Source: an optimization exercise on an open RTL-to-GDS flow (aim: small area, a short achievable clock period and few clock cycles). Production flows keep margins and buffers that such runs may drop.
Only simulation tests tie the RTL to the original design; equivalence was not proved.
No activity file was given, so power comes from the tool's default toggle rates.

--- design.v ---
package cache_pkg;
	typedef logic [32-1:0] addr_t;
	typedef logic [32-1:0] word_t;
	typedef logic [(32 - 4 - 2 - 2)-1:0] tag_t;
	typedef logic [4-1:0] index_t;
	typedef logic [2-1:0] word_sel_t;
	typedef logic way_t;
	typedef logic [32/8-1:0] byte_en_t;
	typedef enum logic [4:0] {
		LD_B  = 5'b00001,
		LD_H  = 5'b00010,
		LD_W  = 5'b00100,
		LD_BU = 5'b01000,
		LD_HU = 5'b10000
	} load_kind_t;
	typedef enum logic [2:0] {
		ST_B = 3'b001,
		ST_H = 3'b010,
		ST_W = 3'b100
	} store_kind_t;
	typedef enum logic [2:0] {IDLE, LOOKUP, WRITEBACK, REFILL, ACCESS} ctrl_state_t;
endpackage
`timescale 1ns/1ps
module load_store_align (
	input  logic                   [1:0] byte_off,
	input  cache_pkg::load_kind_t  load_kind,
	input  cache_pkg::store_kind_t store_kind,
	input  cache_pkg::word_t       store_data,
	input  cache_pkg::word_t       load_word,
	output cache_pkg::word_t       store_lanes,
	output cache_pkg::byte_en_t    store_en,
	output cache_pkg::word_t       load_data
);
	cache_pkg::word_t shifted;
	always_comb begin
		case (store_kind)
			cache_pkg::ST_B: begin
				store_lanes = {4{store_data[7:0]}};
				store_en = 4'b0001 << byte_off;
			end
			cache_pkg::ST_H: begin
				store_lanes = {2{store_data[15:0]}};
				store_en = 4'b0011 << byte_off;
			end
			cache_pkg::ST_W: begin
				store_lanes = store_data;
				store_en = 4'b1111;
			end
			default: begin
				store_lanes = store_data;
				store_en = 4'b0000;
			end
		endcase
	end
	assign shifted = load_word >> {byte_off, 3'b000};
	always_comb begin
		case (load_kind)
			cache_pkg::LD_B:    load_data = {{24{shifted[7]}}, shifted[7:0]};
			cache_pkg::LD_H:    load_data = {{16{shifted[15]}}, shifted[15:0]};
			cache_pkg::LD_W:    load_data = load_word;
			cache_pkg::LD_BU:   load_data = {24'h0, shifted[7:0]};
			cache_pkg::LD_HU:   load_data = {16'h0, shifted[15:0]};
			default: load_data = '0;
		endcase
	end
endmodule
`timescale 1ns/1ps
module tag_store (
	input  logic              clk,
	input  logic              rst,
	input  cache_pkg::index_t index,
	input  cache_pkg::tag_t   tag,
	output logic              hit,
	output cache_pkg::way_t   hit_way,
	output cache_pkg::way_t   victim_way,
	output logic              victim_dirty,
	output cache_pkg::tag_t   victim_tag,
	input  logic              touch_en,
	input  logic              store_hit,
	input  logic              fill_en,
	input  cache_pkg::index_t fill_index,
	input  cache_pkg::way_t   fill_way,
	input  cache_pkg::tag_t   fill_tag,
	input  logic              fill_dirty
);
	cache_pkg::tag_t tags [16][2];
	logic [2-1:0] valid [16];
	logic [2-1:0] dirty [16];
	logic lru [16];
	logic [2-1:0] match;
	always_comb begin
		for (int w = 0; w < 2; w++) begin
			match[w] = valid[index][w] && (tags[index][w] == tag);
		end
	end
	assign hit = |match;
	assign hit_way = match[1];
	always_comb begin
		if (!valid[index][0])
			victim_way = 1'b0;
		else if (!valid[index][1])
			victim_way = 1'b1;
		else
			victim_way = lru[index];
	end
	assign victim_dirty = dirty[index][victim_way];
	assign victim_tag = tags[index][victim_way];
	always_ff @(posedge clk) begin
		if (fill_en)
			tags[fill_index][fill_way] <= fill_tag;
	end
	always_ff @(posedge clk) begin
		if (rst) begin
			for (int s = 0; s < 16; s++) begin
				valid[s] <= '0;
				dirty[s] <= '0;
				lru[s] <= 1'b0;
			end
		end else begin
			if (fill_en) begin
				valid[fill_index][fill_way] <= 1'b1;
				dirty[fill_index][fill_way] <= fill_dirty;
			end
			if (store_hit)
				dirty[index][hit_way] <= 1'b1;
			if (touch_en)
				lru[index] <= hit ? ~hit_way : ~victim_way;
		end
	end
endmodule
`timescale 1ns/1ps
module data_store (
	input  logic                 clk,
	input  cache_pkg::index_t    rindex,
	output logic [4*32-1:0] line0,
	output logic [4*32-1:0] line1,
	input  logic                 wr_en,
	input  cache_pkg::way_t      wr_way,
	input  cache_pkg::index_t    wr_index,
	input  cache_pkg::word_sel_t wr_word,
	input  cache_pkg::byte_en_t  wr_lanes,
	input  cache_pkg::word_t     wdata
);
	cache_pkg::word_t mem [2][16][4];
	always_comb begin
		for (int k = 0; k < 4; k++) begin
			line0[32*k +: 32] = mem[0][rindex][k];
			line1[32*k +: 32] = mem[1][rindex][k];
		end
	end
	always_ff @(posedge clk) begin
		for (int i = 0; i < 32/8; i++) begin
			if (wr_en && wr_lanes[i])
				mem[wr_way][wr_index][wr_word][8*i +: 8] <= wdata[8*i +: 8];
		end
	end
endmodule
`timescale 1ns/1ps
module cache_ctrl (
	input  logic                   clk,
	input  logic                   rst,
	input  logic                   ren,
	input  logic                   wen,
	input  cache_pkg::addr_t       addr,
	input  cache_pkg::word_t       din,
	output logic                   cache_rdy,
	output logic                   mem_ren,
	output logic                   mem_wen,
	output cache_pkg::addr_t       mem_addr,
	output cache_pkg::word_t       mem_din,
	input  cache_pkg::word_t       mem_dout,
	input  logic                   hit,
	input  cache_pkg::way_t        hit_way,
	input  cache_pkg::way_t        victim_way,
	input  logic                   victim_dirty,
	input  cache_pkg::tag_t        victim_tag,
	output logic                   touch_en,
	output logic                   store_hit,
	output logic                   fill_en,
	output cache_pkg::index_t      fill_index,
	output cache_pkg::way_t        fill_way,
	output cache_pkg::tag_t        fill_tag,
	output logic                   fill_dirty,
	input  logic [4*32-1:0] line0,
	input  logic [4*32-1:0] line1,
	output logic                   wr_en,
	output cache_pkg::way_t        wr_way,
	output cache_pkg::index_t      wr_index,
	output cache_pkg::word_sel_t   wr_word,
	output cache_pkg::byte_en_t    wr_lanes,
	output cache_pkg::word_t       wdata,
	output logic             [1:0] req_off,
	output cache_pkg::word_t       req_data,
	input  cache_pkg::word_t       req_store_lanes,
	input  cache_pkg::byte_en_t    req_store_en,
	input  cache_pkg::word_t       req_load_data,
	output cache_pkg::word_t       way_word0,
	output cache_pkg::word_t       way_word1,
	input  cache_pkg::word_t       way_load0,
	input  cache_pkg::word_t       way_load1,
	output cache_pkg::word_t       dout
);
	logic st_wb;
	logic st_rd;
	logic st_wait;
	logic [1:0] cnt;
	cache_pkg::tag_t mem_tag;
	logic accept;
	cache_pkg::tag_t req_tag;
	cache_pkg::index_t req_index;
	cache_pkg::word_sel_t req_word;
	logic req_wen;
	cache_pkg::way_t req_way;
	logic st_pend;
	logic miss_new;
	logic rf_valid;
	cache_pkg::word_sel_t rf_cnt;
	logic [4*32-1:0] wb_buf;
	cache_pkg::word_t lane_mask;
	cache_pkg::word_t fill_word;
	logic fill_req;
	logic last_fill;
	logic fwd;
	cache_pkg::word_sel_t fwd_word;
	cache_pkg::byte_en_t fwd_lanes;
	assign accept = cache_rdy && (ren || wen) && !rst;
	assign touch_en = accept;
	assign store_hit = accept && wen && hit;
	assign fill_en = miss_new;
	assign fill_index = req_index;
	assign fill_way = req_way;
	assign fill_tag = req_tag;
	assign fill_dirty = req_wen;
	always_comb begin
		for (int i = 0; i < 32/8; i++) begin
			lane_mask[8*i +: 8] = {8{req_store_en[i]}};
		end
	end
	assign fill_req = req_wen && (st_pend || (rf_cnt == req_word));
	assign fill_word = fill_req ? ((mem_dout & ~lane_mask) | (req_store_lanes & lane_mask)) : mem_dout;
	assign last_fill = cache_rdy && rf_valid;
	assign wr_en = rf_valid || st_pend;
	assign wr_way = req_way;
	assign wr_index = req_index;
	assign wr_word = st_pend ? req_word : rf_cnt;
	assign wr_lanes = st_pend ? req_store_en : '1;
	assign wdata = fill_word;
	assign fwd_word = st_pend ? req_word : 2'd3;
	assign fwd = (st_pend || last_fill) && (addr[31:2] == {req_tag, req_index, fwd_word});
	assign fwd_lanes = fwd ? wr_lanes : '0;
	always_comb begin
		for (int i = 0; i < 32/8; i++) begin
			way_word0[8*i +: 8] = fwd_lanes[i] ? fill_word[8*i +: 8]
				: line0[32*addr[3:2] + 8*i +: 8];
			way_word1[8*i +: 8] = fwd_lanes[i] ? fill_word[8*i +: 8]
				: line1[32*addr[3:2] + 8*i +: 8];
		end
	end
	assign mem_wen = st_wb;
	assign mem_ren = st_rd;
	assign mem_addr = {mem_tag, req_index, cnt, 2'b00};
	assign mem_din = wb_buf[32-1:0];
	always_ff @(posedge clk) begin
		if (rst) begin
			cache_rdy <= 1'b1;
			st_wb <= 1'b0;
			st_rd <= 1'b0;
			st_wait <= 1'b0;
			cnt <= '0;
			rf_valid <= 1'b0;
			st_pend <= 1'b0;
			miss_new <= 1'b0;
		end else begin
			rf_valid <= mem_ren;
			st_pend <= store_hit;
			miss_new <= accept && !hit;
			if (cache_rdy) begin
				cnt <= '0;
				if (accept && !hit) begin
					cache_rdy <= 1'b0;
					st_wb <= victim_dirty;
					st_rd <= !victim_dirty;
				end
			end else if (st_wb) begin
				cnt <= cnt + 1'b1;
				if (cnt == 2'd3) begin
					st_wb <= 1'b0;
					st_rd <= 1'b1;
				end
			end else if (st_rd) begin
				cnt <= cnt + 1'b1;
				if (cnt == 2'd3) begin
					st_rd <= 1'b0;
					if (req_wen || (req_word != 2'd3))
						cache_rdy <= 1'b1;
					else
						st_wait <= 1'b1;
				end
			end else begin
				st_wait <= 1'b0;
				cache_rdy <= 1'b1;
			end
		end
	end
	always_ff @(posedge clk) begin
		rf_cnt <= cnt;
		if (cache_rdy) begin
			{req_tag, req_index, req_word, req_off} <= addr;
			req_data <= din;
			req_wen <= wen;
			req_way <= hit ? hit_way : victim_way;
			mem_tag <= victim_dirty ? victim_tag : addr[31:8];
			wb_buf <= victim_way ? line1 : line0;
			dout <= hit_way ? way_load1 : way_load0;
		end else begin
			wb_buf <= {{32{1'b0}}, wb_buf[4*32-1:32]};
			if (st_wb && (cnt == 2'd3))
				mem_tag <= req_tag;
			if (rf_valid && (rf_cnt == req_word))
				dout <= req_load_data;
		end
	end
endmodule
`timescale 1ns/1ps
module cache_top (
	input  logic                   clk,
	input  logic                   rst,
	input  logic                   ren,
	input  logic                   wen,
	input  cache_pkg::addr_t       addr,
	input  cache_pkg::word_t       din,
	input  cache_pkg::load_kind_t  load_kind,
	input  cache_pkg::store_kind_t store_kind,
	output logic                   cache_rdy,
	output cache_pkg::word_t       dout,
	output logic                   mem_ren,
	output logic                   mem_wen,
	output cache_pkg::addr_t       mem_addr,
	output cache_pkg::word_t       mem_din,
	input  cache_pkg::word_t       mem_dout
);
	logic hit;
	cache_pkg::way_t hit_way;
	cache_pkg::way_t victim_way;
	logic victim_dirty;
	cache_pkg::tag_t victim_tag;
	logic touch_en;
	logic store_hit;
	logic fill_en;
	cache_pkg::index_t fill_index;
	cache_pkg::way_t fill_way;
	cache_pkg::tag_t fill_tag;
	logic fill_dirty;
	logic [4*32-1:0] line0;
	logic [4*32-1:0] line1;
	logic wr_en;
	cache_pkg::way_t wr_way;
	cache_pkg::index_t wr_index;
	cache_pkg::word_sel_t wr_word;
	cache_pkg::byte_en_t wr_lanes;
	cache_pkg::word_t wdata;
	logic [1:0] req_off;
	cache_pkg::load_kind_t req_load_kind;
	cache_pkg::store_kind_t req_store_kind;
	cache_pkg::word_t req_data;
	cache_pkg::word_t req_store_lanes;
	cache_pkg::byte_en_t req_store_en;
	cache_pkg::word_t req_load_data;
	cache_pkg::word_t way_word0;
	cache_pkg::word_t way_word1;
	cache_pkg::word_t way_load0;
	cache_pkg::word_t way_load1;
	cache_pkg::byte_en_t unused_en0;
	cache_pkg::byte_en_t unused_en1;
	cache_pkg::word_t unused_lanes0;
	cache_pkg::word_t unused_lanes1;
	always_ff @(posedge clk) begin
		if (cache_rdy) begin
			req_load_kind <= load_kind;
			req_store_kind <= store_kind;
		end
	end
	cache_ctrl cache_ctrl_inst (.*);
	tag_store tag_store_inst (
		.index (addr[7:4]),
		.tag   (addr[31:8]),
		.*
	);
	data_store data_store_inst (
		.rindex (addr[7:4]),
		.*
	);
	load_store_align req_align_inst (
		.byte_off    (req_off),
		.load_kind   (req_load_kind),
		.store_kind  (req_store_kind),
		.store_data  (req_data),
		.load_word   (mem_dout),
		.store_lanes (req_store_lanes),
		.store_en    (req_store_en),
		.load_data   (req_load_data)
	);
	load_store_align way0_align_inst (
		.byte_off    (addr[1:0]),
		.load_kind   (load_kind),
		.store_kind  (store_kind),
		.store_data  (din),
		.load_word   (way_word0),
		.store_lanes (unused_lanes0),
		.store_en    (unused_en0),
		.load_data   (way_load0)
	);
	load_store_align way1_align_inst (
		.byte_off    (addr[1:0]),
		.load_kind   (load_kind),
		.store_kind  (store_kind),
		.store_data  (din),
		.load_word   (way_word1),
		.store_lanes (unused_lanes1),
		.store_en    (unused_en1),
		.load_data   (way_load1)
	);
endmodule
--- run.sh ---
#!/bin/bash
# synth_recipe.tcl (not shown) runs the flow's synth.tcl, then flattens the netlist and writes it again
# the make line also repeats each setting of config.mk as NAME=value (left out here)
make -C /OpenROAD-flow-scripts/flow DESIGN_CONFIG=/design/flow/config.mk WORK_HOME=/design/flow/orfs CLKGATE_MAP_FILE= SYNTH_SCRIPT=/design/flow/synth_recipe.tcl finish
--- config.mk ---
export PLATFORM = sky130hd
export DESIGN_NAME = cache_top
export DESIGN_NICKNAME = cache_top
export VERILOG_FILES = /design/flow/design.v
export SDC_FILE = /design/flow/constraint.sdc
export NUM_CORES = 4
export LEC_CHECK = 0
export CAP_MARGIN = 20
export CORE_MARGIN = 2
export CORE_UTILIZATION = 40
export CTS_CLUSTER_DIAMETER = 100
export CTS_CLUSTER_SIZE = 24
export SETUP_SLACK_MARGIN = 5
export SLEW_MARGIN = 20
--- constraint.sdc ---
create_clock -name core_clock -period 10.0 [get_ports {clk}]
set_input_delay 2.0000 -clock core_clock [delete_from_list [all_inputs] [get_ports {clk}]]
set_output_delay 2.0000 -clock core_clock [all_outputs]
set_load 0.01 [all_outputs]
==> impl_metrics.py, run 1 <==
metrics = {
    "outcome": {
        "status": "finished clean",
    },
    "logic_synthesis": {
        "synth_area_per_cell_um2": 20.5,
        "ys_ff_latch": 5212,
        "synth_ff_type": "edfxtp_1",
        "ys_seq_area_share_pct": 73.6,
        "synthMostInstantiatedCell": "edfxtp_1",
        "synthArstFlopShare_pct": 0,
        "synth-edff-count": 5074,
        "yosys_warnings": 5,
        "ys_types": 83,
        "synthTopCellsByArea": "edfxtp_1, mux4_2, dfxtp_1, nor3_1, mux2i_1",
        "synth_top_area_share_pct": 72.3,
        "syn_inst": 10300,
        "synth_area_um2": 211000,
        "yosys.area.top_type": "edfxtp_1",
        "synth_top_cells_by_count": "edfxtp_1, mux4_2, nor3_1, nand2_1, clkbuf_1",
    },
    "sta": {
        "fmax_ghz": 0.195,
        "finalWorstSetupSlack_ns": 4.87,
        "min_period_ns": 5.13,
        "final.setup.tns_ns": 0,
        "fin_worst_skew_ns": 0.101,
        "hold_viol_final": 0,
        "tightest_slew_ns": 1.27,
        "setup_viol": 0,
        "fin_crit_sh_pct": 51.3,
        "rsz0062_at_grt": "true",
        "slew_headroom_pct": 15.1,
        "maxSlewViolCount": 0,
        "fin_hold_ws_ns": 0.452,
    },
    "cts": {
        "cts_tree": "built",
        "cts_sinks": 5212,
        "cts_max_level": 5,
        "clk_latency_ns": 1.02,
        "clk_pin_slew_ns": 0.10,
        "clk_path_buf_depth": 4,
        "clock-root-buffer": "clkbuf_16",
        "numCtsBuffers": 266,
    },
    "die": {
        "dieArea_um2": 533000,
        "start_util_pct": 40.2,
        "die_w_um": 730,
        "die_h_um": 730,
        "rows": 266,
        "design.core.area_um2": 525000,
        "num_io_pins": 207,
    },
    "routing": {
        "num_vias": 111000,
        "drc": 0,
        "wl_per_cell_um": 36.6,
        "drt-vias-per-instance": 6.27,
        "wirelength_mm": 650,
        "postRouteAntennaNets": 0,
        "drtIter0Drc": 17000,
        "firstDrtPassIters": 8,
    },
    "cells_and_area": {
        "syn_to_final_growth_pct": 11.7,
        "design_area_um2": 236000,
        "final_core_util_pct": 44.9,
        "instances_no_fill": 17800,
        "nNetsFinal": 10700,
        "drive_gt1_share_pct": 29.4,
    },
    "pwr": {
        "swShare_pct": 24.4,
        "p_sw_mw": 9.93,
        "p_int_mw": 30.8,
        "total_power_mw": 40.8,
        "pwr-share-comb_pct": 9.9,
        "p_leak_nw": 72.0,
        "powerDensity_nw_per_um2": 173,
        "p_seq_share_pct": 60.1,
        "ir_drop_mv": 0.153,
        "power.share.clock_pct": 30.0,
    },
    "place": {
        "port_buffers": 204,
        "dpl_worst_slack_ns": 1.92,
        "hpwl_mm": 399,
        "dp.cells": 17100,
        "place_area_um2": 223000,
        "gp_routability_congestion": 0.965,
    },
    "setup_path": {
        "cp-end-kind": "register",
        "cp.arrival_ns": 5.84,
        "cp_slowest_stage_delay_ns": 0.48,
        "cp_common_cell": "buf_4",
        "crit_slowest_cell": "xor2_1",
        "cp_max_fo": 13,
        "crit_chain": "buf_16 > buf_4 > nor2_4 > buf_4 > a22oi_1 > nand2_1 > xor2_1 > o211ai_1 > a2111oi_4 > buf_4 > and2_4 > o21ai_1 > o32a_1 > o2bb2a_1",
        "start_kind": "input pin",
        "required_ns": 10.71,
        "worstSetupPathType": "input pin to register",
    },
    "min_path": {
        "hp-class": "register to register",
    },
    "run": {
        "drv_cap": 0,
    },
    "global_route": {
        "antenna_found_initial": 90,
        "overflow": 0,
        "gr-usage-all-layers_pct": 23.8,
        "grt_pass1_wl_mm": 889,
        "grt_pass1_vias": 109000,
        "grt_max_degree": 159,
    },
}
what timing repair did:
action,4_1_cts,5_1_grt
buffers inserted,44,68
hold buffers,0,0
pin swaps,14,14
resized for setup,221,112
gates cloned,39,13
endpoints found under the setup margin,223,216
final cells by class:
class / count / area, um2
clock buffers: 352 / 7110
fillers: 43600 / 289000
diodes: 48 / 120
repair buffers: 845 / 9410
well taps: 6968 / 8720
inverters: 43 / 196
clock inverters: 43 / 644
multi-input cells: 4253 / 54300
flip-flops and latches: 5212 / 155000
kinds of logic (layout without fill, tap and decap cells):
family / count (synthesis) / after routing / synth area share, %
AND/OR/NAND/NOR: 1567 / 1570 / 3.46
AO/OA/AOI/OAI: 736 / 736 / 2.30
buffers and inverters: 825 / 1283 / 2.12
multiplexers: 1848 / 1848 / 18.1
XOR/XNOR: 96 / 96 / 0.399
adder cells (fa/ha/maj): 1 / 1 / 0.00593
other: 1 / 50 / 0.00178
flip-flops: 5212 / 5212 / 73.6
state kept, by name, summed over array words and instances (netlist names), 2 cells and up:
name / cells
cache_ctrl_inst.cnt: 2
cache_ctrl_inst.dout: 32
cache_ctrl_inst.mem_tag: 24
cache_ctrl_inst.req_data: 32
cache_ctrl_inst.req_index: 4
cache_ctrl_inst.req_off: 2
cache_ctrl_inst.req_tag: 24
cache_ctrl_inst.req_word: 2
cache_ctrl_inst.rf_cnt: 2
cache_ctrl_inst.wb_buf: 128
data_store_inst.mem: 4096
req_load_kind: 5
req_store_kind: 3
tag_store_inst.dirty: 32
tag_store_inst.lru: 16
tag_store_inst.tags: 768
tag_store_inst.valid: 32
cells in the final DEF (no fill, tap or decap), types with 40 or more instances in the layout:
cell type / netlist / final
buf_12: 1 / 41
o21ai_0: 78 / 54
nor3_2: 0 / 318
clkbuf_16: 0 / 285
clkdlybuf4s50_1: 0 / 181
or2_2: 50 / 41
xnor2_1: 56 / 51
buf_4: 100 / 462
xor2_1: 40 / 40
a31oi_1: 93 / 89
o22ai_1: 83 / 78
edfxtp_1: 5074 / 5074
dfxtp_1: 138 / 137
nor2_1: 318 / 283
nand2_1: 436 / 413
diode_2: 0 / 48
mux4_2: 1559 / 1560
a21oi_1: 165 / 158
buf_16: 0 / 47
mux2i_1: 230 / 217
a22oi_1: 74 / 65
nor3_1: 547 / 226
clkbuf_1: 366 / 80
critical path, delay by kind of cell:
kind                      cells  cell delay (ns)
AOI/OAI and AO/OA             6             1.47
xor gates and xnor gates      1             0.48
buffers and inverters         4             0.99
and+or+nand+nor               3             0.83
routing by layer:
metal | vias up | wire length, um | global-route usage (%) | part of all wire, %
met3 | 1037 | 73600 | 5.79 | 11
met1 | 60300 | 251000 | 33.2 | 39
li1 | 43400 | - | - | -
met5 | - | 387 | 0 | 0.060
met4 | 48 | 27100 | 8.57 | 4.2
met2 | 6608 | 298000 | 36.5 | 46
path summary, 6_finish.rpt:
path	startpoint	to	slack [ns]	cells past startpoint
max	addr[4]	cache_ctrl_inst.dout[8]$_DFFE_PP_	4.87	14
min	cache_ctrl_inst.wb_buf[113]$_SDFF_PN0_	cache_ctrl_inst.wb_buf[81]$_DFF_P_	0.45	2
max reg2reg	cache_ctrl_inst.req_off[0]$_DFFE_PP_	data_store_inst.mem[0][22]$_DFFE_PP_	5.12	9
min reg2reg	cache_ctrl_inst.wb_buf[113]$_SDFF_PN0_	cache_ctrl_inst.wb_buf[81]$_DFF_P_	0.45	2
power groups by stage:
stage | combinational [mW] | clock, mW | sequential (mW)
6_report | 4.04 | 12.2 | 24.5
5_1_grt | 4.17 | 13.1 | 24.5
4_1_cts | 3.91 | 12.4 | 24.5
3_5_place_dp | 3.70 | 0 | 25.0
3_3_place_gp | 3.64 | 0 | 25.0
2_1_floorplan | 2.16 | 0 | 24.9
Testbench counts, summed over its fixed seeds: cycles 398,879.
==> run 2, diff against run 1 <==
==> flow/run.sh (new file) <==
#!/bin/bash
# The standard layout (standard synthesis, placement, CTS, routing). The
# resizer aims for 5 ns of setup slack up to CTS, and for a little more in the
# repair after global routing, to leave room for the detailed routing's
# parasitics. Constraints and clock are unchanged.
set -euo pipefail
bash standard.sh SETUP_SLACK_MARGIN=5 cts > standard_flow_cts.log 2>&1
bash standard.sh SETUP_SLACK_MARGIN=5.4 finish > standard_flow_finish.log 2>&1
==> standard.sh (new file) <==
#!/bin/bash
# synth_recipe.tcl (not shown) runs the flow's synth.tcl, then flattens the netlist and writes it again
# the make line also repeats each setting of config.mk as NAME=value (left out here)
make -C /OpenROAD-flow-scripts/flow DESIGN_CONFIG=/design/flow/config.mk WORK_HOME=/design/flow/orfs CLKGATE_MAP_FILE= SYNTH_SCRIPT=/design/flow/synth_recipe.tcl "${@:-finish}"
--- a/config.mk
+++ b/config.mk
@@ -10,5 +10,4 @@
 export CORE_UTILIZATION = 40
 export CTS_CLUSTER_DIAMETER = 100
 export CTS_CLUSTER_SIZE = 24
-export SETUP_SLACK_MARGIN = 5
 export SLEW_MARGIN = 20
removed: run.sh
==> run 2 against run 1 <==
Net effect: still clean on timing, DRC and antenna; clock power hardly changed; power up 0.62%; combinational power rose by 6.4%; sequential share of layout area fell by 0.96 points; clock skew up 0.010 ns; critical path type unchanged; critical endpoint unchanged; largest power group unchanged.
==> impl_metrics.py, run 2 <==
metrics = {
    "logic_synthesis": {
        "synthMostInstantiatedCell": "edfxtp_1",
        "syn_inst": 10300,
        "synthArstFlopShare_pct": 0,
        "synth_area_per_cell_um2": 20.5,
        "yosys_warnings": 5,
        "synth_top_area_share_pct": 72.3,
        "synth_ff_type": "edfxtp_1",
        "synthTopCellsByArea": "edfxtp_1, mux4_2, dfxtp_1, nor3_1, mux2i_1",
        "synth_top_cells_by_count": "edfxtp_1, mux4_2, nor3_1, nand2_1, clkbuf_1",
        "synth_area_um2": 211000,
        "ys_types": 83,
        "ys_ff_latch": 5212,
        "yosys.area.top_type": "edfxtp_1",
        "ys_seq_area_share_pct": 73.6,
        "synth-edff-count": 5074,
    },
    "cells_and_area": {
        "nNetsFinal": 10900,
        "syn_to_final_growth_pct": 13.4,
        "fillers": 43300,
        "top_regs": "data_store_inst.mem x4096, tag_store_inst.tags x768, cache_ctrl_inst.wb_buf x128",
        "drive_gt1_share_pct": 31.8,
        "final_core_util_pct": 45.6,
        "instances_no_fill": 18000,
        "final_common_cell": "edfxtp_1",
        "regMostFlops": "data_store_inst.mem",
        "largest_reg_flops": 4096,
        "mostFrequentLayoutCells": "edfxtp_1, mux4_2, buf_4",
    },
    "cts": {
        "numCtsBuffers": 266,
        "clock-root-buffer": "clkbuf_16",
        "cts_sinks": 5212,
        "cts_max_level": 5,
        "postCtsHoldBufs": 0,
        "clk_path_buf_depth": 4,
        "clk_latency_ns": 1.04,
        "clk_pin_slew_ns": 0.10,
        "cts_tree": "built",
    },
    "setup_path": {
        "r2r-start": "req_store_kind[0]$_DFFE_PP_",
        "crit_slowest_cell": "mux4_2",
        "crit_buf_inv": 4,
        "r2r_slack_ns": 5.17,
        "r2r_end": "cache_ctrl_inst.dout[8]$_DFFE_PP_",
        "worstSetupPathType": "input pin to register",
        "cp.arrival_ns": 5.86,
        "r2r_cells": 11,
        "cp_max_fo": 23,
        "cp_common_cell": "nand3_1",
        "cp_slowest_stage_delay_ns": 0.59,
        "cp-end-kind": "register",
        "cp_top_family": "simple AND/OR/NAND/NOR gates",
        "required_ns": 10.72,
        "start_kind": "input pin",
        "crit_chain": "clkbuf_16 > buf_8 > mux4_2 > and3_1 > nor4_1 > nand3_1 > nand4_1 > nor3_4 > buf_12 > nand3_1 > buf_6 > nand3_2 > o32a_1 > o2bb2a_1",
    },
    "sta": {
        "hold_viol_final": 0,
        "setup_viol": 0,
        "slew_headroom_pct": 25.6,
        "rsz0062_at_grt": "true",
        "fin_crit_sh_pct": 51.4,
        "fmax_ghz": 0.195,
        "tightest_slew_ns": 1.12,
        "maxSlewViolCount": 0,
        "fin_worst_skew_ns": 0.111,
        "min_period_ns": 5.14,
        "final.setup.tns_ns": 0,
    },
    "global_route": {
        "grt_pass1_vias": 109000,
        "overflow": 0,
        "grt_pass1_wl_mm": 889,
        "antenna_found_initial": 91,
        "grt_max_degree": 159,
        "gr-usage-all-layers_pct": 23.8,
    },
    "place": {
        "hpwl_mm": 399,
        "gp_routability_congestion": 0.965,
        "dp.cells": 17100,
        "port_buffers": 204,
    },
    "routing": {
        "wl_per_cell_um": 36.9,
        "drc": 0,
        "postRouteAntennaNets": 0,
        "num_vias": 113000,
        "drtIter0Drc": 17500,
        "firstDrtPassIters": 7,
        "wirelength_mm": 664,
        "drt-vias-per-instance": 6.29,
    },
    "min_path": {
        "worstHoldPathCells": 2,
        "hold_start": "cache_ctrl_inst.wb_buf[113]$_SDFF_PN0_",
        "min_to": "cache_ctrl_inst.wb_buf[81]$_DFF_P_",
        "hp-class": "register to register",
    },
    "pwr": {
        "p_leak_nw": 73.6,
        "ir_drop_mv": 0.152,
        "powerDensity_nw_per_um2": 172,
    },
    "die": {
        "die_w_um": 730,
        "die_h_um": 730,
        "dieArea_um2": 533000,
        "start_util_pct": 40.2,
        "design.core.area_um2": 525000,
        "num_io_pins": 207,
        "rows": 266,
    },
    "run": {
        "drv_cap": 0,
    },
    "outcome": {
        "status": "finished clean",
    },
}
==> run 2: cell counts after synthesis <==
No cell type changed its count.
==> run 2: final cells by class <==
type | count | area (um2) | area share [%]
Multi-Input combinational cell | 4259 | 55200 | 23.1
Timing Repair Buffer | 1038 | 11900 | 4.97
Clock inverter | 43 | 644 | 0.270
Antenna cell | 69 | 173 | 0.0722
Inverter | 43 | 196 | 0.0822
Clock buffer | 352 | 7110 | 2.97
Sequential cell | 5212 | 155000 | 64.9
Tap cell | 6968 | 8720 | 3.65
==> run 2: kinds of logic after synthesis <==
group	Yosys count	share of synthesized area, %
buffers and inverters	825	2.12
flip-flops	5212	73.6
XOR/XNOR	96	0.399
AO/OA/AOI/OAI	736	2.30
AND/OR/NAND/NOR	1567	3.46
adder cells (fa/ha/maj)	1	0.00593
multiplexers	1848	18.1
other	1	0.00178
==> run 2: worst max-delay path by stage <==
stage	slack, ns	start	cells past startpoint	end
CTS	4.92	addr[4]	14	cache_ctrl_inst.dout[8]$_DFFE_PP_
finish	4.86	addr[4]	14	cache_ctrl_inst.dout[8]$_DFFE_PP_
global placement	1.85	addr[5]	14	cache_ctrl_inst.dout[29]$_DFFE_PP_
detailed placement	1.92	addr[5]	14	cache_ctrl_inst.dout[25]$_DFFE_PP_
floorplan	4.63	addr[5]	15	cache_ctrl_inst.dout[9]$_DFFE_PP_
global route	4.97	addr[4]	19	tag_store_inst.dirty[12][0]$_DFFE_PP_
==> run 2: per-stage QoR <==
stage | setup WS (ns) | cell area [um2] | hold slack (ns) | power (mW)
global route | 4.97 | 239000 | 0.483 | 42.0
floorplan | 4.63 | 212000 | 0.408 | 27.1
CTS | 4.92 | 234000 | 0.438 | 40.8
global placement | 1.85 | 222000 | 0.441 | 28.6
finish | 4.86 | 239000 | 0.458 | 41.0
detailed placement | 1.92 | 223000 | 0.449 | 28.7
==> run 2: worst register-to-register path: stages (launching register included) <==
cell	delay, ns
edfxtp_1	0.38
buf_4	0.29
or4b_2	0.76
o311a_1	0.17
and3b_1	0.59
mux2i_1	0.72
o21ai_2	0.21
nand2b_4	0.22
nand4_1	0.25
nand3_2	0.23
o32a_1	0.39
o2bb2a_1	0.30
==> run 2: metal layers <==
metal | wire [um] | track usage (%) | up-vias
li1 | - | - | 43800
met1 | 255000 | 33.2 | 61200
met2 | 304000 | 36.5 | 6930
met3 | 77200 | 5.79 | 1066
met4 | 27700 | 8.57 | 50
met5 | 586 | 0 | -
==> run 2: timing repair <==
item                                    4_1_cts  5_1_grt
buffers inserted                             44      228
endpoints found under the setup margin      223     1337
cloned                                       39       52
gates resized for setup                     221      394
pin swaps                                    14       63
==> run 2: power by group <==
group / leakage, nW / switching (mW) / internal (mW) / total [mW]
sequential: 47.1 / 0.196 / 24.3 / 24.5
clock: 3.74 / 7.10 / 5.15 / 12.3
combinational: 22.8 / 2.76 / 1.54 / 4.30
total: 73.6 / 10.1 / 31.0 / 41.0
==> run 3, diff against run 2 <==
--- a/design.v
+++ b/design.v
@@ -78,8 +78,8 @@
 	input  logic              touch_en,
 	input  logic              store_hit,
 	input  logic              fill_en,
-	input  cache_pkg::index_t fill_index,
-	input  cache_pkg::way_t   fill_way,
+	input  cache_pkg::index_t upd_index,
+	input  cache_pkg::way_t   upd_way,
 	input  cache_pkg::tag_t   fill_tag,
 	input  logic              fill_dirty
 );
@@ -88,26 +88,30 @@
 	logic [2-1:0] dirty [16];
 	logic lru [16];
 	logic [2-1:0] match;
+	logic lru_way;
+	logic [2-1:0] set_match [16];
 	always_comb begin
-		for (int w = 0; w < 2; w++) begin
-			match[w] = valid[index][w] && (tags[index][w] == tag);
-		end
+		for (int s = 0; s < 16; s++)
+			for (int w = 0; w < 2; w++)
+				set_match[s][w] = valid[s][w] && (tags[s][w] == tag);
+		match = set_match[index];
 	end
 	assign hit = |match;
 	assign hit_way = match[1];
+	assign lru_way = (touch_en && (upd_index == index)) ? ~upd_way : lru[index];
 	always_comb begin
 		if (!valid[index][0])
 			victim_way = 1'b0;
 		else if (!valid[index][1])
 			victim_way = 1'b1;
 		else
-			victim_way = lru[index];
+			victim_way = lru_way;
 	end
 	assign victim_dirty = dirty[index][victim_way];
 	assign victim_tag = tags[index][victim_way];
 	always_ff @(posedge clk) begin
 		if (fill_en)
-			tags[fill_index][fill_way] <= fill_tag;
+			tags[upd_index][upd_way] <= fill_tag;
 	end
 	always_ff @(posedge clk) begin
 		if (rst) begin
@@ -118,13 +122,13 @@
 			end
 		end else begin
 			if (fill_en) begin
-				valid[fill_index][fill_way] <= 1'b1;
-				dirty[fill_index][fill_way] <= fill_dirty;
+				valid[upd_index][upd_way] <= 1'b1;
+				dirty[upd_index][upd_way] <= fill_dirty;
 			end
 			if (store_hit)
-				dirty[index][hit_way] <= 1'b1;
+				dirty[upd_index][upd_way] <= 1'b1;
 			if (touch_en)
-				lru[index] <= hit ? ~hit_way : ~victim_way;
+				lru[upd_index] <= ~upd_way;
 		end
 	end
 endmodule
@@ -177,8 +181,8 @@
 	output logic                   touch_en,
 	output logic                   store_hit,
 	output logic                   fill_en,
-	output cache_pkg::index_t      fill_index,
-	output cache_pkg::way_t        fill_way,
+	output cache_pkg::index_t      upd_index,
+	output cache_pkg::way_t        upd_way,
 	output cache_pkg::tag_t        fill_tag,
 	output logic                   fill_dirty,
 	input  logic [4*32-1:0] line0,
@@ -213,6 +217,10 @@
 	cache_pkg::way_t req_way;
 	logic st_pend;
 	logic miss_new;
+	logic touched;
+	cache_pkg::word_t dout0;
+	cache_pkg::word_t dout1;
+	logic dout_sel;
 	logic rf_valid;
 	cache_pkg::word_sel_t rf_cnt;
 	logic [4*32-1:0] wb_buf;
@@ -224,11 +232,11 @@
 	cache_pkg::word_sel_t fwd_word;
 	cache_pkg::byte_en_t fwd_lanes;
 	assign accept = cache_rdy && (ren || wen) && !rst;
-	assign touch_en = accept;
-	assign store_hit = accept && wen && hit;
+	assign touch_en = touched;
+	assign store_hit = st_pend;
 	assign fill_en = miss_new;
-	assign fill_index = req_index;
-	assign fill_way = req_way;
+	assign upd_index = req_index;
+	assign upd_way = req_way;
 	assign fill_tag = req_tag;
 	assign fill_dirty = req_wen;
 	always_comb begin
@@ -260,6 +268,7 @@
 	assign mem_ren = st_rd;
 	assign mem_addr = {mem_tag, req_index, cnt, 2'b00};
 	assign mem_din = wb_buf[32-1:0];
+	assign dout = dout_sel ? dout1 : dout0;
 	always_ff @(posedge clk) begin
 		if (rst) begin
 			cache_rdy <= 1'b1;
@@ -270,10 +279,12 @@
 			rf_valid <= 1'b0;
 			st_pend <= 1'b0;
 			miss_new <= 1'b0;
+			touched <= 1'b0;
 		end else begin
 			rf_valid <= mem_ren;
-			st_pend <= store_hit;
+			st_pend <= accept && wen && hit;
 			miss_new <= accept && !hit;
+			touched <= accept;
 			if (cache_rdy) begin
 				cnt <= '0;
 				if (accept && !hit) begin
@@ -311,13 +322,17 @@
 			req_way <= hit ? hit_way : victim_way;
 			mem_tag <= victim_dirty ? victim_tag : addr[31:8];
 			wb_buf <= victim_way ? line1 : line0;
-			dout <= hit_way ? way_load1 : way_load0;
+			dout0 <= way_load0;
+			dout1 <= way_load1;
+			dout_sel <= hit_way;
 		end else begin
 			wb_buf <= {{32{1'b0}}, wb_buf[4*32-1:32]};
 			if (st_wb && (cnt == 2'd3))
 				mem_tag <= req_tag;
-			if (rf_valid && (rf_cnt == req_word))
-				dout <= req_load_data;
+			if (rf_valid && (rf_cnt == req_word)) begin
+				dout0 <= req_load_data;
+				dout_sel <= 1'b0;
+			end
 		end
 	end
 endmodule
@@ -347,8 +362,8 @@
 	logic touch_en;
 	logic store_hit;
 	logic fill_en;
-	cache_pkg::index_t fill_index;
-	cache_pkg::way_t fill_way;
+	cache_pkg::index_t upd_index;
+	cache_pkg::way_t upd_way;
 	cache_pkg::tag_t fill_tag;
 	logic fill_dirty;
 	logic [4*32-1:0] line0;
==> flow/run.sh (replaced) <==
#!/bin/bash
set -euo pipefail
bash standard.sh SETUP_SLACK_MARGIN=6.5 finish > standard_flow.log 2>&1
==> run 3 against run 2 <==
Net effect: still clean on timing, DRC and antenna; combinational power up about 40%; synthesized cell count up 23%; wire length up 18%; clock skew down 0.018 ns; maximum frequency up 12%; sequential cell count up 34; non-clock buffer count up 495; critical path type unchanged; critical endpoint is now cache_ctrl_inst.dout1[18]$_DFFE_PP_; largest cell class unchanged.
==> impl_metrics.py, run 3 <==
metrics = {
    "outcome": {
        "status": "finished clean",
    },
    "setup_path": {
        "cp_max_fo": 7,
        "cp_slowest_stage_delay_ns": 0.63,
        "r2r_end": "cache_ctrl_inst.dout0[8]$_DFFE_PP_",
        "r2r-start": "cache_ctrl_inst.rf_valid$_SDFF_PP0_",
        "cp-startpoint": "addr[4]",
        "endpoint": "cache_ctrl_inst.dout1[18]$_DFFE_PP_",
        "r2r_cells": 10,
        "cp_common_cell": "buf_16",
        "crit_chain": "buf_16 > buf_12 > buf_16 > buf_16 > clkbuf_16 > buf_4 > mux4_2 > mux4_2 > a22oi_2 > nand2_4 > nand2_4 > a211oi_4 > o21ai_4 > clkbuf_16 > o211ai_1",
        "r2r_slack_ns": 5.66,
        "crit_slowest_cell": "mux4_2",
        "cp.arrival_ns": 5.37,
        "start_kind": "input pin",
        "cp-end-kind": "register",
        "required_ns": 10.77,
        "worstSetupPathType": "input pin to register",
    },
    "sta": {
        "hold_viol_final": 0,
        "fin_crit_sh_pct": 46.0,
        "final.setup.tns_ns": 0,
        "rsz0062_at_grt": "true",
        "fin_worst_skew_ns": 0.0929,
        "slew_headroom_pct": 17.0,
        "fmax_ghz": 0.217,
        "tightest_slew_ns": 1.24,
        "setup_viol": 0,
        "min_period_ns": 4.60,
        "fin_hold_ws_ns": 0.430,
        "maxSlewViolCount": 0,
    },
    "cells_and_area": {
        "drive_gt1_share_pct": 31.9,
        "seqCellArea_um2": 156000,
        "multi_input_comb_area_um2": 69800,
        "mostFrequentLayoutCells": "edfxtp_1, mux4_2, buf_4",
        "nNetsFinal": 13700,
        "largest_reg_flops": 4096,
        "final_common_cell": "edfxtp_1",
        "top_regs": "data_store_inst.mem x4096, tag_store_inst.tags x768, cache_ctrl_inst.wb_buf x128",
        "syn_to_final_growth_pct": 17.0,
        "fillers": 46600,
        "regMostFlops": "data_store_inst.mem",
    },
    "cts": {
        "cts_sinks": 5246,
        "clk_pin_slew_ns": 0.10,
        "postCtsHoldBufs": 0,
        "cts_max_level": 5,
        "clk_path_buf_depth": 4,
        "numCtsBuffers": 262,
        "clk_latency_ns": 1.03,
        "clock-root-buffer": "clkbuf_16",
        "cts_tree": "built",
    },
    "logic_synthesis": {
        "synthMostInstantiatedCell": "edfxtp_1",
        "synthArstFlopShare_pct": 0,
        "ys_seq_area_share_pct": 69.8,
        "synth_top_cells_by_count": "edfxtp_1, mux4_2, nand2_1, xnor2_1, nor3_1",
        "syn_inst": 12700,
        "yosys.area.top_type": "edfxtp_1",
        "yosys_warnings": 6,
        "synth_area_per_cell_um2": 17.6,
        "ys_ff_latch": 5246,
        "ys_types": 88,
        "synth_ff_type": "edfxtp_1",
        "synth_area_um2": 224000,
        "synthTopCellsByArea": "edfxtp_1, mux4_2, xnor2_1, nor3_1, dfxtp_1",
        "synth_top_area_share_pct": 68.6,
        "synth-edff-count": 5107,
    },
    "die": {
        "die_w_um": 752,
        "design.core.area_um2": 557000,
        "rows": 274,
        "num_io_pins": 207,
        "dieArea_um2": 565000,
        "die_h_um": 752,
        "start_util_pct": 40.2,
    },
    "place": {
        "gp_routability_congestion": 0.988,
        "port_buffers": 204,
        "hpwl_mm": 463,
    },
    "global_route": {
        "antenna_found_initial": 67,
        "grt_pass1_vias": 128000,
        "gr-usage-all-layers_pct": 26.7,
        "overflow": 0,
        "grt_max_degree": 147,
        "grt_pass1_wl_mm": 1060,
    },
    "pwr": {
        "ir_drop_mv": 0.131,
        "p_leak_nw": 82.5,
        "total_power_mw": 43.0,
        "powerDensity_nw_per_um2": 164,
    },
    "routing": {
        "wl_per_cell_um": 36.9,
        "wirelength_mm": 780,
        "firstDrtPassIters": 9,
        "drt-vias-per-instance": 6.35,
        "drtIter0Drc": 22100,
        "num_vias": 134000,
        "postRouteAntennaNets": 0,
        "drc": 0,
    },
    "run": {
        "drv_cap": 0,
    },
    "min_path": {
        "hp-class": "register to register",
    },
}
## run 3: changes by cell type after synthesis, moves of 127 or more
cell	before	now
clkbuf_1	366	528
mux2_2	48	175
mux4_2	1559	1329
nand2_1	436	731
nand3_1	28	156
nand4_1	26	167
o21ai_0	78	298
xnor2_1	56	682
## run 3: logic make-up after synthesis
logic type	count (synthesis)	synth area share (%)
compound gates	1393	4.16
xor+xnor	806	3.16
fa+ha+maj	1	0.00559
buf+inv	1040	2.22
flops	5246	69.8
mux	1762	15.4
other cells	1	0.00168
simple gates	2442	5.23
## run 3: worst max-delay path: cells and delay by family
family	cells	cell delay (ns)
AOI/OAI and AO/OA	4	0.75
buffers and inverters	7	1.18
and+or+nand+nor	2	0.24
muxes	2	1.13
## run 3: per-layer routing
metal | part of all wire (%) | track usage [%] | vias to the layer above
met1 | 38 | 36.8 | 70900
met3 | 12 | 6.76 | 1738
met5 | 0.031 | 0 | -
met4 | 5.7 | 12.5 | 36
li1 | - | - | 52800
met2 | 44 | 40.0 | 8807
## run 3: power breakdown
group	internal [mW]	leakage, nW	switching (mW)	total, mW
Combinational	2.18	31.4	3.84	6.03
Sequential	24.5	47.5	0.246	24.7
Clock	5.08	3.61	7.12	12.2
## run 3: layout make-up
class,count,share of cell area (%)
tap,7452,3.56
antenna,29,0.0277
clock buffer,349,2.68
multi-input combinational,6426,26.7
timing repair inverter,16,0.0411
inverter,61,0.140
timing repair buffer,1533,7.02
sequential,5246,59.7
clock inverter,34,0.168
## run 3: worst min-delay path by stage
| stage | from | to | slack (ns) | cells after the start |
|---|---|---|---|---|
| CTS | cache_ctrl_inst.wb_buf[119]$_SDFF_PN0_ | cache_ctrl_inst.wb_buf[87]$_DFF_P_ | 0.41 | 2 |
| detailed placement | cache_ctrl_inst.wb_buf[107]$_SDFF_PN0_ | cache_ctrl_inst.wb_buf[75]$_DFF_P_ | 0.45 | 2 |
| global route | cache_ctrl_inst.wb_buf[119]$_SDFF_PN0_ | cache_ctrl_inst.wb_buf[87]$_DFF_P_ | 0.44 | 2 |
| floorplan | cache_ctrl_inst.cnt[1]$_SDFFE_PP0P_ | cache_ctrl_inst.rf_cnt[1]$_DFF_P_ | 0.41 | 0 |
| global placement | cache_ctrl_inst.wb_buf[85]$_DFF_P_ | cache_ctrl_inst.wb_buf[53]$_DFF_P_ | 0.44 | 2 |
| finish | cache_ctrl_inst.wb_buf[119]$_SDFF_PN0_ | cache_ctrl_inst.wb_buf[87]$_DFF_P_ | 0.43 | 2 |
## run 3: timing repair
action,in CTS,in global routing
pin swaps,216,186
cloned,157,25
buffers inserted,252,162
resized for setup,1880,366
setup endpoints to repair,6389,3682
## run 3: per-stage QoR
step	area, um2	setup slack, ns	cells	util (%)
after floorplan	226000	5.17	12700	-
after global placement	238000	2.38	20100	42.7
after detailed placement	238000	2.38	20100	42.7
after CTS	258000	5.49	20900	46.3
after global routing	262000	5.37	21100	47.0
final	262000	5.40	21100	47.0
Testbench counts of run 3, summed over its fixed seeds: cycles 398,879.
==> run 4, diff against run 3 <==
--- a/config.mk
+++ b/config.mk
@@ -7,7 +7,7 @@
 export LEC_CHECK = 0
 export CAP_MARGIN = 20
 export CORE_MARGIN = 2
-export CORE_UTILIZATION = 40
-export CTS_CLUSTER_DIAMETER = 100
+export CORE_UTILIZATION = 50
+export CTS_CLUSTER_DIAMETER = 80
 export CTS_CLUSTER_SIZE = 24
 export SLEW_MARGIN = 20
==> run 4 against run 3 <==
Net effect: power up 2.6%; register-to-register slack better by 0.20 ns; hold slack better by 0.032 ns; global-route usage rose by 8.4 points; combinational power increased by 6.6%; sequential power hardly changed; first-iteration DRC count up 2.1%; setup slack got worse by 0.059 ns; still clean on timing, DRC and antenna; clock power is 6% higher.
==> impl_metrics.py, run 4 <==
metrics = {
    "outcome": {
        "status": "finished clean",
    },
    "die": {
        "die_h_um": 673,
        "num_io_pins": 207,
        "die_w_um": 673,
        "design.core.area_um2": 445000,
        "start_util_pct": 50.2,
        "rows": 245,
        "dieArea_um2": 453000,
    },
    "logic_synthesis": {
        "yosys.area.top_type": "edfxtp_1",
        "synthMostInstantiatedCell": "edfxtp_1",
        "ys_seq_area_share_pct": 69.8,
        "synthTopCellsByArea": "edfxtp_1, mux4_2, xnor2_1, nor3_1, dfxtp_1",
        "synth_top_cells_by_count": "edfxtp_1, mux4_2, nand2_1, xnor2_1, nor3_1",
        "synth_area_per_cell_um2": 17.6,
        "synth-edff-count": 5107,
        "synth_ff_type": "edfxtp_1",
        "yosys_warnings": 6,
        "ys_ff_latch": 5246,
        "ys_types": 88,
        "syn_inst": 12700,
        "synth_area_um2": 224000,
        "synth_top_area_share_pct": 68.6,
        "synthArstFlopShare_pct": 0,
    },
    "place": {
        "gp_routability_congestion": 0.993,
        "place_area_um2": 235000,
        "hpwl_mm": 464,
        "dp.cells": 18400,
        "port_buffers": 204,
    },
    "cells_and_area": {
        "mostFrequentLayoutCells": "edfxtp_1, mux4_2, xnor2_1",
        "top_regs": "data_store_inst.mem x4096, tag_store_inst.tags x768, cache_ctrl_inst.wb_buf x128",
        "fillers": 32300,
        "syn_to_final_growth_pct": 17.9,
        "drive_gt1_share_pct": 33.5,
        "design_area_um2": 264000,
        "nNetsFinal": 13500,
        "largest_reg_flops": 4096,
        "regMostFlops": "data_store_inst.mem",
        "final_common_cell": "edfxtp_1",
        "instances_no_fill": 19500,
    },
    "routing": {
        "drt-vias-per-instance": 6.94,
        "drc": 0,
        "wl_per_cell_um": 41.4,
        "drtIter0Drc": 22600,
        "postRouteAntennaNets": 0,
        "firstDrtPassIters": 8,
        "num_vias": 136000,
        "wirelength_mm": 808,
    },
    "global_route": {
        "overflow": 0,
        "grt_pass1_vias": 129000,
        "grt_pass1_wl_mm": 1090,
        "gr-usage-all-layers_pct": 35.1,
        "grt_max_degree": 129,
        "antenna_found_initial": 38,
    },
    "sta": {
        "hold_viol_final": 0,
        "slew_headroom_pct": 11.5,
        "min_period_ns": 4.66,
        "maxSlewViolCount": 0,
        "fin_crit_sh_pct": 46.6,
        "tightest_slew_ns": 1.32,
        "fin_worst_skew_ns": 0.0599,
        "final.setup.tns_ns": 0,
        "setup_viol": 0,
        "fin_hold_ws_ns": 0.462,
        "rsz0062_at_grt": "true",
        "fmax_ghz": 0.215,
    },
    "setup_path": {
        "cp-end-kind": "register",
        "cp.arrival_ns": 5.36,
        "start_kind": "input pin",
        "required_ns": 10.70,
        "cp_max_fo": 7,
        "worstSetupPathType": "input pin to register",
    },
    "cts": {
        "clk_pin_slew_ns": 0.09,
        "clk_latency_ns": 1.00,
        "numCtsBuffers": 277,
        "clk_path_buf_depth": 4,
        "cts_max_level": 5,
        "cts_sinks": 5246,
        "cts_tree": "built",
        "clock-root-buffer": "clkbuf_16",
    },
    "run": {
        "drv_cap": 0,
    },
    "pwr": {
        "swShare_pct": 26.6,
        "power.share.clock_pct": 29.3,
        "p_int_mw": 32.4,
        "p_seq_share_pct": 56.1,
        "p_leak_nw": 84.1,
        "powerDensity_nw_per_um2": 167,
        "p_sw_mw": 11.7,
        "pwr-share-comb_pct": 14.6,
        "ir_drop_mv": 0.146,
    },
    "min_path": {
        "hp-class": "register to register",
    },
}
[run 4: cell counts after synthesis]
No cell type changed its count.
[run 4: power by group through the flow]
stage,sequential (mW),combinational [mW],clock [mW]
after floorplan,25.1,2.54,0
after global placement,25.2,4.40,0
after detailed placement,25.2,4.49,0
after CTS,24.7,5.97,13.0
after global routing,24.7,6.51,13.7
final,24.7,6.43,12.9
[run 4: kinds of logic (layout without fill, tap and decap cells)]
logic type               count (synthesis)  count (layout)  share of synthesized area (%)
AO/OA/AOI/OAI                         1393            1396                           4.16
other                                    1              18                        0.00168
flip-flops                            5246            5246                           69.8
XOR/XNOR                               806             806                           3.16
AND/OR/NAND/NOR                       2442            2450                           5.23
buffers and inverters                 1040            1914                           2.22
adder cells (fa/ha/maj)                  1               1                        0.00559
multiplexers                          1762            1766                           15.4
[run 4: layer usage]
layer  vias to the layer above  routed length, um  track usage, %
li1                      52700                  -               -
met1                     71600             306000            50.2
met2                      9632             350000            50.9
met3                      1642             106000            9.42
met4                        16              46900            15.9
met5                         -                 92               0
[run 4: path summary, 6_finish.rpt]
kind / start / to / slack [ns] / cells after the start
setup reg to reg: cache_ctrl_inst.req_tag[7]$_DFFE_PP_ / cache_ctrl_inst.dout0[8]$_DFFE_PP_ / 5.86 / 9
hold / removal: cache_ctrl_inst.wb_buf[106]$_SDFF_PN0_ / cache_ctrl_inst.wb_buf[74]$_DFF_P_ / 0.46 / 2
hold reg to reg: cache_ctrl_inst.wb_buf[106]$_SDFF_PN0_ / cache_ctrl_inst.wb_buf[74]$_DFF_P_ / 0.46 / 2
setup / recovery: addr[4] / cache_ctrl_inst.dout1[26]$_DFFE_PP_ / 5.34 / 13
[run 4: layout make-up]
cell class                      instances  area, um2  share of cell area (%)
Tap cell                             5928       7420                    2.81
Inverter                               61        352                   0.133
Clock buffer                          371       7560                    2.87
Antenna cell                           16       40.0                  0.0152
Multi-Input combinational cell       6421      72200                    27.4
Clock inverter                         71        838                   0.318
Sequential cell                      5246     156000                    59.2
Timing Repair Buffer                 1393      19000                    7.21
Timing Repair inverter                 18        125                  0.0474
[run 4: what timing repair did]
item,4_1_cts,5_1_grt
pin swaps,284,209
gates cloned,202,12
endpoints found under the setup margin,6975,4136
hold buffers,0,0
resized for setup,2097,498
setup buffers,358,107
hold endpoints to repair,0,0
[run 4: stage by stage]
stage / setup WS, ns / power (mW) / utilization, %
6_report: 5.34 / 44.1 / 59.2
5_1_grt: 5.35 / 45.0 / 59.2
4_1_cts: 5.45 / 43.7 / 58.4
3_5_place_dp: 2.22 / 29.7 / 52.9
3_3_place_gp: 2.25 / 29.6 / 52.5
2_1_floorplan: 5.17 / 27.7 / -
[run 4: worst max-delay path: stages]
cell and delay, ns:
buf_16 0.15, buf_16 0.18, buf_12 0.13, buf_16 0.13, mux4_2 0.51, mux4_2 0.57
a22oi_2 0.44, nand2_4 0.17, mux2i_4 0.29, a221o_1 0.26, buf_6 0.13, o211a_4 0.22
o211ai_1 0.10
==> run 5, diff against run 4 <==
==> flow/run.sh (replaced) <==
#!/bin/bash
set -euo pipefail
bash standard.sh SETUP_SLACK_MARGIN=6 cts > standard_flow_cts.log 2>&1
bash standard.sh SETUP_SLACK_MARGIN=6.6 finish > standard_flow_finish.log 2>&1
--- a/config.mk
+++ b/config.mk
@@ -7,7 +7,7 @@
 export LEC_CHECK = 0
 export CAP_MARGIN = 20
 export CORE_MARGIN = 2
-export CORE_UTILIZATION = 50
-export CTS_CLUSTER_DIAMETER = 80
+export CORE_UTILIZATION = 40
+export CTS_CLUSTER_DIAMETER = 100
 export CTS_CLUSTER_SIZE = 24
 export SLEW_MARGIN = 20
==> run 5 against run 4 <==
Net effect: still clean; setup slack improved by 0.13 ns; synthesized cell count unchanged; sequential share of layout area increased by 0.49 points; cell area decreased by 0.81%; critical path depth unchanged; sequential power about the same; sequential cell count unchanged.
==> impl_metrics.py, run 5 <==
metrics = {
    "setup_path": {
        "endpoint": "cache_ctrl_inst.dout0[16]$_DFFE_PP_",
        "cp.arrival_ns": 5.33,
        "r2r_cells": 8,
        "cp_max_fo": 31,
        "cp-startpoint": "addr[5]",
        "r2r_end": "cache_ctrl_inst.dout0[15]$_DFFE_PP_",
        "start_kind": "input pin",
        "required_ns": 10.80,
        "r2r_slack_ns": 5.92,
        "cp-end-kind": "register",
        "worstSetupPathType": "input pin to register",
        "r2r-start": "cache_ctrl_inst.cache_rdy$_SDFF_PP1_",
    },
    "cts": {
        "cts_tree": "built",
        "clk_latency_ns": 1.08,
        "cts_sinks": 5246,
        "postCtsHoldBufs": 0,
        "numCtsBuffers": 245,
        "clk_path_buf_depth": 4,
        "clock-root-buffer": "clkbuf_16",
        "clk_pin_slew_ns": 0.12,
        "cts_max_level": 4,
    },
    "min_path": {
        "hp-class": "register to register",
        "hold_start": "cache_ctrl_inst.wb_buf[37]$_DFF_P_",
    },
    "logic_synthesis": {
        "synth_top_area_share_pct": 68.6,
        "ys_ff_latch": 5246,
        "synthArstFlopShare_pct": 0,
        "synth-edff-count": 5107,
        "synthTopCellsByArea": "edfxtp_1, mux4_2, xnor2_1, nor3_1, dfxtp_1",
        "ys_types": 88,
        "synthMostInstantiatedCell": "edfxtp_1",
        "synth_top_cells_by_count": "edfxtp_1, mux4_2, nand2_1, xnor2_1, nor3_1",
        "yosys_warnings": 6,
        "synth_area_per_cell_um2": 17.6,
        "syn_inst": 12700,
        "synth_ff_type": "edfxtp_1",
        "yosys.area.top_type": "edfxtp_1",
        "ys_seq_area_share_pct": 69.8,
        "synth_area_um2": 224000,
    },
    "pwr": {
        "ir_drop_mv": 0.170,
        "total_power_mw": 42.2,
        "powerDensity_nw_per_um2": 161,
        "p_leak_nw": 82.3,
    },
    "cells_and_area": {
        "fillers": 46800,
        "regMostFlops": "data_store_inst.mem",
        "nNetsFinal": 13700,
        "top_regs": "data_store_inst.mem x4096, tag_store_inst.tags x768, cache_ctrl_inst.wb_buf x128",
        "final_core_util_pct": 47.0,
        "mostFrequentLayoutCells": "edfxtp_1, mux4_2, buf_4",
        "final_common_cell": "edfxtp_1",
        "largest_reg_flops": 4096,
        "instances_no_fill": 21200,
        "drive_gt1_share_pct": 32.5,
        "syn_to_final_growth_pct": 17.0,
    },
    "global_route": {
        "antenna_found_initial": 33,
        "grt_pass1_wl_mm": 1040,
        "overflow": 0,
        "gr-usage-all-layers_pct": 26.3,
        "grt_pass1_vias": 126000,
        "grt_max_degree": 202,
    },
    "place": {
        "dp.cells": 20200,
        "hpwl_mm": 462,
        "port_buffers": 204,
        "gp_routability_congestion": 0.968,
    },
    "die": {
        "design.core.area_um2": 557000,
        "start_util_pct": 40.2,
        "dieArea_um2": 565000,
        "num_io_pins": 207,
        "die_h_um": 752,
        "die_w_um": 752,
        "rows": 274,
    },
    "sta": {
        "fin_worst_skew_ns": 0.125,
        "min_period_ns": 4.53,
        "tightest_slew_ns": 1.32,
        "maxSlewViolCount": 0,
        "hold_viol_final": 0,
        "final.setup.tns_ns": 0,
        "rsz0062_at_grt": "true",
        "slew_headroom_pct": 12.3,
        "fin_crit_sh_pct": 45.3,
        "fmax_ghz": 0.221,
        "setup_viol": 0,
    },
    "routing": {
        "drc": 0,
        "routed.top_layer": "met5",
        "wl_per_cell_um": 37.0,
        "drt-vias-per-instance": 6.35,
        "firstDrtPassIters": 9,
        "met2_wirelength_mm": 347,
        "dr_wl_met3_mm": 90.9,
        "postRouteAntennaNets": 0,
        "num_vias": 134000,
        "wirelength_mm": 782,
        "wl_met1_mm": 301,
        "drtIter0Drc": 22100,
    },
    "run": {
        "drv_cap": 0,
    },
    "outcome": {
        "status": "finished clean",
    },
}
-- run 5: worst min path at each step --
stage,end,slack [ns],cells past startpoint
2_1_floorplan,cache_ctrl_inst.rf_cnt[1]$_DFF_P_,0.41,0
3_3_place_gp,cache_ctrl_inst.wb_buf[87]$_DFF_P_,0.44,2
3_5_place_dp,cache_ctrl_inst.wb_buf[57]$_DFF_P_,0.45,2
4_1_cts,cache_ctrl_inst.wb_buf[19]$_DFF_P_,0.46,2
5_1_grt,cache_ctrl_inst.wb_buf[5]$_DFF_P_,0.47,2
6_report,cache_ctrl_inst.wb_buf[5]$_DFF_P_,0.46,2
-- run 5: where the power goes --
group / total, mW / leakage [nW] / switching [mW] / internal, mW
registers: 24.8 / 47.5 / 0.270 / 24.5
logic: 5.86 / 31.6 / 3.75 / 2.10
clock network: 11.6 / 3.29 / 6.98 / 4.63
total: 42.2 / 82.3 / 11.0 / 31.2
-- run 5: cell families after synthesis --
| kind of cell | count (synthesis) | synth area share [%] |
|---|---|---|
| fa+ha+maj | 1 | 0.00559 |
| xor+xnor | 806 | 3.16 |
| mux | 1762 | 15.4 |
| buf+inv | 1040 | 2.22 |
| other cells | 1 | 0.00168 |
| compound gates | 1393 | 4.16 |
| simple gates | 2442 | 5.23 |
| flops | 5246 | 69.8 |
-- run 5: per-stage QoR --
step	area [um2]	setup WS (ns)	hold WS (ns)
after global routing	262000	5.47	0.474
after detailed placement	238000	2.66	0.448
after floorplan	226000	5.17	0.408
after global placement	238000	2.70	0.439
after CTS	254000	5.54	0.456
final	262000	5.47	0.457
-- run 5: timing repair --
action                     4_1_cts  5_1_grt
setup endpoints to repair     1919     6725
pin swaps                      110      282
gates resized for setup       1092     1332
setup buffers                  224      198
cloned                         121       51
-- run 5: metal layers --
layer,up-vias,track usage [%]
li1,52800,-
met1,71100,36.9
met2,8755,39.8
met3,1678,5.79
met4,16,11.5
met5,-,0
-- run 5: critical path: stages --
cell and delay [ns]:
buf_16 0.15, buf_12 0.12, buf_16 0.14, buf_12 0.18, buf_16 0.23, mux4_2 0.42
a22o_1 0.24, a221oi_4 0.45, o22ai_2 0.18, a211o_4 0.40, and2_4 0.21, a2111oi_2 0.36
a21oi_1 0.12
-- run 5: cell type report --
class | count | area (um2) | area share, %
sequential | 5246 | 156000 | 59.7
multi-input combinational | 6427 | 70000 | 26.8
timing repair buffer | 1589 | 18800 | 7.19
tap | 7452 | 9320 | 3.56
clock buffer | 329 | 6520 | 2.49
inverter | 61 | 344 | 0.131
clock inverter | 28 | 312 | 0.119
timing repair inverter | 8 | 57.6 | 0.0220
antenna | 12 | 30.0 | 0.0115
==> run 6, diff against run 5 <==
==> flow/run.sh (replaced) <==
#!/bin/bash
set -euo pipefail
bash standard.sh SETUP_SLACK_MARGIN=6 cts > standard_flow_cts.log 2>&1
bash standard.sh SETUP_SLACK_MARGIN=7.2 finish > standard_flow_finish.log 2>&1
==> run 6 against run 5 <==
Net effect: count of clock-buffer cells in the layout did not move; maximum frequency increased by 0.23%; critical path depth down 2; still clean; critical path type unchanged; setup slack improved by 0.010 ns.
==> impl_metrics.py, run 6 <==
metrics = {
    "logic_synthesis": {
        "synth_top_family_by_area": "multiplexers",
        "yosys_warnings": 6,
        "synth-edff-count": 5107,
        "synthMostInstantiatedCell": "edfxtp_1",
        "yosys.area.top_type": "edfxtp_1",
        "synth_ff_type": "edfxtp_1",
        "synth_top_area_share_pct": 68.6,
        "ys_ff_latch": 5246,
        "synth_area_per_cell_um2": 17.6,
        "synthTopCellsByArea": "edfxtp_1, mux4_2, xnor2_1, nor3_1, dfxtp_1",
        "synth_xor_area_share_pct": 3.16,
        "synth_top_cells_by_count": "edfxtp_1, mux4_2, nand2_1, xnor2_1, nor3_1",
        "synthAdderAreaFrac_pct": 0.00559,
        "yosys-mux-area-fraction_pct": 15.4,
        "synth_compound_area_share_pct": 4.16,
        "ys_types": 88,
        "synth_area_um2": 224000,
        "yosys.area_share.simple_pct": 5.23,
        "ys_seq_area_share_pct": 69.8,
        "syn_inst": 12700,
        "synthArstFlopShare_pct": 0,
    },
    "outcome": {
        "status": "finished clean",
    },
    "cells_and_area": {
        "regMostFlops": "data_store_inst.mem",
        "fillers": 45500,
        "design_area_um2": 273000,
        "top_regs": "data_store_inst.mem x4096, tag_store_inst.tags x768, cache_ctrl_inst.wb_buf x128",
        "largest_reg_flops": 4096,
        "syn_to_final_growth_pct": 22.1,
        "final_common_cell": "edfxtp_1",
        "nNetsFinal": 14200,
        "mostFrequentLayoutCells": "edfxtp_1, mux4_2, buf_4",
        "final_core_util_pct": 49.0,
        "drive_gt1_share_pct": 36.4,
    },
    "cts": {
        "numCtsBuffers": 245,
        "cts_max_level": 4,
        "postCtsHoldBufs": 0,
        "clk_latency_ns": 1.08,
        "clk_path_buf_depth": 4,
        "cts_sinks": 5246,
        "clk_pin_slew_ns": 0.12,
        "clock-root-buffer": "clkbuf_16",
        "cts_tree": "built",
    },
    "global_route": {
        "grt_pass1_vias": 126000,
        "gr-usage-all-layers_pct": 26.3,
        "overflow": 0,
        "antenna_found_initial": 43,
        "grt_max_degree": 202,
        "grt_pass1_wl_mm": 1040,
    },
    "die": {
        "die_h_um": 752,
        "die_w_um": 752,
        "start_util_pct": 40.2,
        "dieArea_um2": 565000,
        "design.core.area_um2": 557000,
        "rows": 274,
        "num_io_pins": 207,
    },
    "setup_path": {
        "required_ns": 10.77,
        "cp-end-kind": "register",
        "cp.arrival_ns": 5.29,
        "start_kind": "input pin",
        "worstSetupPathType": "input pin to register",
        "cp_max_fo": 7,
    },
    "pwr": {
        "p_leak_nw": 90.2,
        "ir_drop_mv": 0.171,
        "powerDensity_nw_per_um2": 158,
        "total_power_mw": 43.1,
    },
    "sta": {
        "setup_viol": 0,
        "slew_headroom_pct": 4.93,
        "tightest_slew_ns": 1.43,
        "maxSlewViolCount": 0,
        "fin_crit_sh_pct": 45.2,
        "hold_viol_final": 0,
        "final.setup.tns_ns": 0,
        "fmax_ghz": 0.221,
        "fin_worst_skew_ns": 0.107,
        "finalWorstSetupSlack_ns": 5.48,
        "rsz0062_at_grt": "true",
        "min_period_ns": 4.52,
    },
    "routing": {
        "drc": 0,
        "drtIter0Drc": 24600,
        "firstDrtPassIters": 8,
        "drt-vias-per-instance": 6.46,
        "postRouteAntennaNets": 0,
        "wirelength_mm": 846,
        "num_vias": 140000,
        "wl_per_cell_um": 39.0,
    },
    "place": {
        "gp_routability_congestion": 0.968,
        "dpl_worst_slack_ns": 2.66,
        "place_area_um2": 238000,
        "port_buffers": 204,
        "hpwl_mm": 462,
    },
    "min_path": {
        "hp-class": "register to register",
    },
    "run": {
        "drv_cap": 0,
    },
}
==> run 6: cell counts after synthesis <==
Identical to the previous run, type by type.
==> run 6: final cells by class <==
cell class / instances / area [um2] / area share [%]
antenna: 31 / 77.6 / 0.0284
clock buffer: 329 / 6520 / 2.39
clock inverter: 28 / 312 / 0.114
inverter: 61 / 394 / 0.144
multi-input combinational: 6445 / 73300 / 26.8
sequential: 5246 / 156000 / 57.2
tap: 7452 / 9320 / 3.41
timing repair buffer: 2083 / 26900 / 9.83
timing repair inverter: 19 / 158 / 0.0577
==> run 6: worst max-delay path, stage by stage <==
cell	delay, ns
buf_16	0.15
buf_8	0.14
buf_12	0.14
buf_6	0.11
buf_12	0.09
buf_16	0.14
mux4_2	0.57
mux4_2	0.64
mux4_2	0.58
a21oi_1	0.47
o221ai_1	0.19
==> run 6: cell families (layout without fill, tap and decap cells) <==
logic type | Yosys count | in the layout
flip-flops | 5246 | 5246
AND/OR/NAND/NOR | 2442 | 2460
multiplexers | 1762 | 1777
AO/OA/AOI/OAI | 1393 | 1399
buffers and inverters | 1040 | 2520
XOR/XNOR | 806 | 806
adder cells (fa/ha/maj) | 1 | 1
other | 1 | 33
==> run 6: per-stage QoR <==
step           hold WS (ns)  std cells
5_1_grt               0.474      21700
3_3_place_gp          0.439      20200
4_1_cts               0.456      20900
3_5_place_dp          0.448      20200
2_1_floorplan         0.408      12700
6_report              0.458      21700
==> run 6: layer usage <==
metal	vias to the layer above	share of wire [%]	global-route usage, %
met4	36	6.1	11.5
met1	73600	37	36.9
met2	10400	44	39.8
li1	54100	-	-
met5	-	0.031	0
met3	1935	13	5.79
==> run 6: where the power goes <==
| group | leakage (nW) | internal, mW | switching, mW |
|---|---|---|---|
| registers | 47.5 | 24.5 | 0.275 |
| clock network | 3.29 | 4.63 | 7.03 |
| logic | 39.4 | 2.47 | 4.25 |
==> run 6: final timing paths <==
| kind | startpoint | to | slack (ns) | cells after the start |
|---|---|---|---|---|
| setup / recovery | addr[4] | cache_ctrl_inst.dout1[4]$_DFFE_PP_ | 5.48 | 11 |
| setup reg to reg | cache_ctrl_inst.cache_rdy$_SDFF_PP1_ | cache_ctrl_inst.dout0[15]$_DFFE_PP_ | 5.95 | 8 |
| hold / removal | cache_ctrl_inst.wb_buf[37]$_DFF_P_ | cache_ctrl_inst.wb_buf[5]$_DFF_P_ | 0.46 | 2 |
| hold reg to reg | cache_ctrl_inst.wb_buf[37]$_DFF_P_ | cache_ctrl_inst.wb_buf[5]$_DFF_P_ | 0.46 | 2 |
==> run 6: repair_timing <==
item	in CTS	in global routing
pin swaps	110	510
resized for setup	1092	2400
endpoints found under the setup margin	1919	8607
gates cloned	121	231
buffers inserted	224	541

Re-timed with assumed drivers on the ports (clkbuf_16 on the clock, buf_2 on other inputs), run 6 has 5.050 ns of setup slack against 5.482 ns with ideal ports, and 3.903 ns once port delays also move by the mid clock arrival of 1.147 ns.
